This design comes from an exercise in tuning for small area and a short achievable clock period on the open sky130 flow, not from production work.
Only simulation tests tie the RTL to the original design; equivalence was not proved.
No activity file was given, so power comes from the tool's default toggle rates.

Design kmeans_cluster_store, start of the top module:
module kmeans_cluster_store
#(
    parameter int K      = kmeans_pkg::K_DEF,
    parameter int DATA_W = kmeans_pkg::DATA_W_DEF,
    parameter int DEPTH  = kmeans_pkg::DEPTH_DEF,
    parameter int IDX_W  = $clog2(K),
    parameter int ADDR_W = $clog2(DEPTH),
    parameter int CNT_W  = ADDR_W + 1
    ,parameter int SUM_W = DATA_W + ADDR_W
) (
    input  logic              clk,
    input  logic              reset,
    input  logic              in_valid,
    output logic              in_ready,
    input  logic [DATA_W-1:0] in_data,
    input  logic [IDX_W-1:0]  in_idx,
    input  logic              clr,
    input  logic              rd_en,
    input  logic [IDX_W-1:0]  rd_sel,
    input  logic [ADDR_W-1:0] rd_addr,
    output logic              rd_valid,
    output logic [DATA_W-1:0] rd_data,
    output logic [CNT_W-1:0]  cnt,
    output logic [K-1:0]      full,
    output logic              err
    ,output logic [SUM_W-1:0] sum
);
For scale: ~6800 cells after synthesis, roughly 3200 flip-flops, roughly 82 I/O pins, ~120000 um^2 of cells after synthesis.
Settings: LEC_CHECK=0, CAP_MARGIN=20, CORE_MARGIN=2, CORE_UTILIZATION=65, CTS_CLUSTER_DIAMETER=100, CTS_CLUSTER_SIZE=24, GPL_TIMING_DRIVEN=0, SETUP_SLACK_MARGIN=1.2, SLEW_MARGIN=20, SYNTH_HIERARCHICAL=1; clock period 3.5 ns.
run.sh (not shown) runs the stock make flow with config.mk's settings and CLKGATE_MAP_FILE= SYNTH_SCRIPT=/design/flow/synth_recipe.tcl, a recipe that flattens the netlist after the stock synthesis.
==> next run, changes <==
==> flow/flow/run.sh (new file) <==
#!/bin/bash
# The standard layout (standard.sh), with one change: the buffers that
# buffer_ports puts on every input and output port are buf_4 cells instead
# of the tool's default pick (a delay buffer). The make output goes to
# flow_standard.log; ORFS keeps each step's log under orfs/logs/.
set -uo pipefail
bash standard.sh "BUFFER_PORTS_ARGS=-buffer_cell sky130_fd_sc_hd__buf_4" finish > flow_standard.log 2>&1
==> flow/standard.sh (new file) <==
#!/bin/bash
# synth_recipe.tcl (not shown) runs the flow's synth.tcl, then flattens the netlist and writes it again
# the make line also repeats each setting of config.mk as NAME=value (left out here)
make -C /OpenROAD-flow-scripts/flow DESIGN_CONFIG=/design/flow/config.mk WORK_HOME=/design/flow/orfs CLKGATE_MAP_FILE= SYNTH_SCRIPT=/design/flow/synth_recipe.tcl "${@:-finish}"
removed: flow/run.sh
The changed run ran to the end with no violations. Via count came out lower by 0.30%. Sequential share of layout area came out higher by 0.62 points. Register-to-register slack loses 70 ps. Power barely changes.


run H:
Another version of the RTL of kmeans_cluster_store (not shown whole).
For scale: roughly 82 I/O pins, ~120000 um^2 of cells after synthesis.
clock: 3.5 ns
lec_check: 0
cap_margin: 20
core_margin: 2
core_utilization: 75
cts_cluster_diameter: 100
cts_cluster_size: 24
gpl_timing_driven: 0
setup_slack_margin: 1.2
slew_margin: 20
synth_hierarchical: 1
standard.sh (not shown) runs the stock make flow with config.mk's settings and CLKGATE_MAP_FILE= SYNTH_SCRIPT=/design/flow/synth_recipe.tcl, a recipe that flattens the netlist after the stock synthesis.
==> flow/flow/run.sh <==
#!/bin/bash
# The standard layout (standard.sh), with two changes: the buffers that
# buffer_ports puts on every input and output port are buf_4 cells instead
# of the tool's default pick (a delay buffer), and the buffers that synthesis
# (ABC) inserted are removed at floorplan so that the placement-aware repair
# rebuilds the buffering. The make output goes to flow_standard.log; ORFS
# keeps each step's log under orfs/logs/.
set -uo pipefail
bash standard.sh "BUFFER_PORTS_ARGS=-buffer_cell sky130_fd_sc_hd__buf_4" REMOVE_ABC_BUFFERS=1 finish > flow_standard.log 2>&1
Per the final summary, run H finished and its layout is clean on timing, DRC and antenna.
Modified inputs, run K compared to run H
- CORE_UTILIZATION now 65, was 75
Results
Run K finished every step from synthesis to the final layout, and the layout passed the timing, DRC and antenna checks.
Post-route total power in run K is about 0.3% above run H.
Of run H and run K, the run reporting the higher global placer's final weighted congestion was run H.
Per-cell routed wire length on run K is down relative to run H.
The switching part of the total was comparable across run H and run K.
Of the two values seen for start point of the critical path, rd_addr[0] was produced by run H and in_idx[1] by run K.
Diff run H -> run K: final critical delay including setup and external delays now larger; global-route usage now smaller.


v33:
kmeans_cluster_store, a different RTL version from the one above (not shown whole).
Size in the first run: ~7,000 cells after synthesis, about 0.12 mm² of cells after synthesis.
clock: 3.5 ns
lec_check: 0
cap_margin: 20
core_margin: 2
core_utilization: 60
cts_cluster_diameter: 100
cts_cluster_size: 24
gpl_timing_driven: 0
setup_slack_margin: 1.2
slew_margin: 20
synth_hierarchical: 1
Scripts as last shown in full above: flow/flow/run.sh
v33 | stages: all done | timing, DRC, antenna: all pass
[inputs] v2 vs v33
-- flow/config.mk --
<<< v33, line 9
export CORE_MARGIN = 2
export CORE_UTILIZATION = 60
export CTS_CLUSTER_DIAMETER = 100
>>> v2, line 9
export CORE_MARGIN = 2
export CORE_UTILIZATION = 65
export CTS_CLUSTER_DIAMETER = 100
<<< v33, line 13
export GPL_TIMING_DRIVEN = 0
export SETUP_SLACK_MARGIN = 1.2
export SLEW_MARGIN = 20
>>> v2, line 13
export GPL_TIMING_DRIVEN = 0
export SETUP_SLACK_MARGIN = 1.5
export SLEW_MARGIN = 20
Notes after the runs:
- v2 against v33: antenna diode instance count increased 15, clock transition at the register clock pins on the worst setup and hold paths after CTS held steady, global-route usage shows an increase of 2.9 points, number of multi-input logic gates about even.
- Met3 capacity usage during global routing (higher): v2
- Of v33 and v2, v33 shows the lower routed wire length, with v2 above it.
- Per the comparison of v2 with v33, utilization +8.1 points; number of cells on the worst hold path -2.
- What v2 reported for placeable core region has to be multiplied by 1.09 to get the figure for v33.
- Reported for v33 and v2, number of top-level design ports turned out identical to the last digit.
- Total number of sequential cells came out exactly the same in v33 and v2.
Here is what was changed in the inputs of v3 compared with v2.
-- flow/config.mk --
<<< v2, line 13
export GPL_TIMING_DRIVEN = 0
export SETUP_SLACK_MARGIN = 1.5
export SLEW_MARGIN = 20
>>> v3, line 13
export GPL_TIMING_DRIVEN = 0
export SETUP_SLACK_MARGIN = 1.0
export SLEW_MARGIN = 20
==> comparison <==
v3 vs v2 — sum of routed wire segments on met1 dropped slightly. In the flow results for v2 and v3, the part of the cycle the worst path needs is smaller on v2. Termination of the worst setup path = rd_data[8]: v3; termination of the worst setup path = rd_data[12]: v2. The measured slew at the worst slew-check pin was comparable across v2 and v3. Diff v2 -> v3: number of sinks handled by clock tree synthesis essentially unchanged, leakage power of the design decreased 4.7%, area of all placed cells without fillers decreased about 5%.
Input changes introduced in v43 (baseline for comparison: v3):
-- flow/config.mk --
<<< v3, line 9
export CORE_MARGIN = 2
export CORE_UTILIZATION = 65
export CTS_CLUSTER_DIAMETER = 100
>>> v43, line 9
export CORE_MARGIN = 2
export CORE_UTILIZATION = 70
export CTS_CLUSTER_DIAMETER = 100
<<< v3, line 13
export GPL_TIMING_DRIVEN = 0
export SETUP_SLACK_MARGIN = 1.0
export SLEW_MARGIN = 20
>>> v43, line 13
export GPL_TIMING_DRIVEN = 0
export SETUP_SLACK_MARGIN = 1.2
export SLEW_MARGIN = 20
Results
v3 → v43: tap cell count -10%, count of clock-buffer cells in the layout +9, synthesized cell count ~0 delta. Where final worst hold slack is concerned, v3 is better than v43. v43 vs v3, global-route wire length before repair went down by about 0.3%. On v43: routed length on met3 is 18% higher than what v3 gave. Compared with v3, in v43 register fraction of the total cell area went down, number of instances in the placed design went down, power after layout did not really move, average wire per cell in the routed design went up. Looking at critical-path maximum fanout, v43 sits 2 below v3.
Edits applied to the flow inputs when going from v43 to v53:
-- flow/config.mk --
<<< v43, line 9
export CORE_MARGIN = 2
export CORE_UTILIZATION = 70
export CTS_CLUSTER_DIAMETER = 100
>>> v53, line 9
export CORE_MARGIN = 2
export CORE_UTILIZATION = 75
export CTS_CLUSTER_DIAMETER = 100
<<< v43, line 13
export GPL_TIMING_DRIVEN = 0
export SETUP_SLACK_MARGIN = 1.2
export SLEW_MARGIN = 20
>>> v53, line 13
export GPL_TIMING_DRIVEN = 0
export SETUP_SLACK_MARGIN = 1.5
export SLEW_MARGIN = 20
==> comparison <==
The flow did not stop early for v53: all stages ran, and the layout cleared the timing, DRC and antenna checks.
Diff v43 -> v53 | critical path depth | decrease of 2
The clock share of power on v53 is in line with that on v43.
Higher global-route usage among v53 and v43: v53
v53 does worse than v43 on final cell area excluding filler cells.
The total wirelength of the detailed-routed design reported for v53 is greater than that of v43 by 17,000 µm.
What v21 does differently from v53 at the input level:
-- flow/config.mk --
<<< v53, line 9
export CORE_MARGIN = 2
export CORE_UTILIZATION = 75
export CTS_CLUSTER_DIAMETER = 100
>>> v21, line 9
export CORE_MARGIN = 2
export CORE_UTILIZATION = 65
export CTS_CLUSTER_DIAMETER = 100
<<< v53, line 13
export GPL_TIMING_DRIVEN = 0
export SETUP_SLACK_MARGIN = 1.5
export SLEW_MARGIN = 20
>>> v21, line 13
export GPL_TIMING_DRIVEN = 0
export SETUP_SLACK_MARGIN = 1.2
export SLEW_MARGIN = 20
==> run summary <==
v21: done, clean on timing, DRC and antenna
Wire: v21 routes less than v53
v21 reports its beginning of the critical path as rd_addr[0] while v53 reports rd_sel[0].
Compared with v53, v21 shows worst setup slack after layout higher by 98 ps.
Delta (v21 minus v53): post-route clock period utilization lower, net switching share of the total power roughly the same, non-clock buffer count lower.
When v21 is measured against v53, its global-route usage turns out 6.3 points lower.
Met2 wire length: v53 vs v21 — no meaningful difference


== gamma ==
kmeans_cluster_store, a different RTL version from the one above (not shown whole).
Size in the first run: about 7100 cells after synthesis, ~3200 flip-flops, ~82 I/O pins, ~120000 sq um of cells after synthesis.
clock: 3.5 ns
lec_check: 0
cap_margin: 20
core_margin: 2
core_utilization: 75
cts_cluster_diameter: 100
cts_cluster_size: 24
gpl_timing_driven: 0
setup_slack_margin: 1.2
slew_margin: 20
synth_hierarchical: 1
==> flow/flow/run.sh <==
#!/bin/bash
# The standard layout (standard.sh), with one change: the buffers that
# buffer_ports puts on every input and output port are buf_4 cells instead
# of the tool's default pick (a delay buffer). The make output goes to
# flow_standard.log; ORFS keeps each step's log under orfs/logs/.
set -uo pipefail
bash standard.sh "BUFFER_PORTS_ARGS=-buffer_cell sky130_fd_sc_hd__buf_4" finish > flow_standard.log 2>&1
gamma: full flow OK, the timing, DRC and antenna checks passed
> inputs changed (gamma -> epsilon)
==> flow/flow/run.sh <==
#!/bin/bash
# The standard layout (standard.sh), with two changes: the buffers that
# buffer_ports puts on every input and output port are buf_4 cells instead
# of the tool's default pick (a delay buffer), and the buffers that synthesis
# (ABC) inserted are removed at floorplan so that the placement-aware repair
# rebuilds the buffering. The make output goes to flow_standard.log; ORFS
# keeps each step's log under orfs/logs/.
set -uo pipefail
bash standard.sh "BUFFER_PORTS_ARGS=-buffer_cell sky130_fd_sc_hd__buf_4" REMOVE_ABC_BUFFERS=1 finish > flow_standard.log 2>&1
Results
- Comparing gamma and epsilon, the lower global-route usage was measured on gamma.
- Summary of epsilon over gamma: wire length of the first global-routing pass went up, fraction of final layout cells sized beyond drive strength 1 went down, routed wire length went up, HPWL reported at the end of detailed placement went down.
- Compared to gamma, epsilon has number of buffer and inverter instances along the worst setup path 2 lower.
- The total power after layout on epsilon is in line with that on gamma.
- met1 track utilization from global routing came out lower on epsilon than on gamma.
- ~same fraction of power consumed by the clock network in gamma and epsilon
- Comparing epsilon against gamma, there is no change at all in remaining design rule violation count.
- Between gamma and epsilon, the synthesis-to-finish area growth is lower for epsilon.

## what the ideal ports hide
The results above use ideal ports. As a check the final layouts listed here were re-extracted and re-timed, cells and wires unchanged. Step 1, drivers: a clkbuf_16 drives clk and a buf_2 each remaining input, both assumed. Step 2, shift: input delay + t, output delay - t, t = (earliest + latest rising clock arrival at the registers) / 2. This alone moves slack from input paths to output paths. a / b / c = no drivers / after step 1 / after step 2; a / b = the first two.
| run | t, ns | slack for setup (ns) | worst hold slack (ns) | worst slew at a driven data input, ns |
|---|---|---|---|---|
| the first run of note 1 | 0.946 | 0.707 / 0.606 / -0.340 | 0.107 / 0.069 / 0.527 | 0.47 |
| the second run of note 1 | 0.951 | 0.601 / 0.525 / -0.338 | 0.065 / -0.009 / 0.543 | 0.39 |
| run H | 0.905 | 0.882 / 0.879 / 0.020 | 0.031 / -0.028 / 0.549 | 0.05 |
| run K | 0.929 | 0.879 / 0.818 / -0.013 | 0.132 / 0.073 / 0.561 | 0.13 |
| v33 | 0.936 | 1.000 / 1.042 / 0.108 | 0.135 / 0.071 / 0.554 | 0.11 |
| v2 | 0.932 | 1.064 / 1.046 / 0.114 | 0.170 / 0.099 / 0.558 | 0.17 |
| v3 | 0.932 | 0.790 / 0.836 / -0.096 | 0.166 / 0.095 / 0.555 | 0.11 |
| v43 | 0.947 | 0.940 / 0.966 / 0.020 | 0.145 / 0.074 / 0.557 | 0.19 |
| v53 | 0.924 | 0.949 / 0.859 / -0.065 | 0.167 / 0.142 / 0.561 | 0.21 |
| v21 | 0.934 | 1.046 / 1.072 / 0.143 | 0.165 / 0.094 / 0.558 | 0.10 |
| gamma | 0.926 | 0.817 / 0.715 / -0.211 | 0.019 / -0.044 / 0.497 | 0.26 |
| epsilon | 0.897 | 0.893 / 0.464 / -0.433 | 0.042 / -0.021 / 0.566 | 0.65 |
Met with ideal ports but missed after step 2: setup timing in 7 of these runs. For epsilon, which loses most, drivers alone change the setup slack by -0.429 ns; drivers and shift together by -1.326 ns.
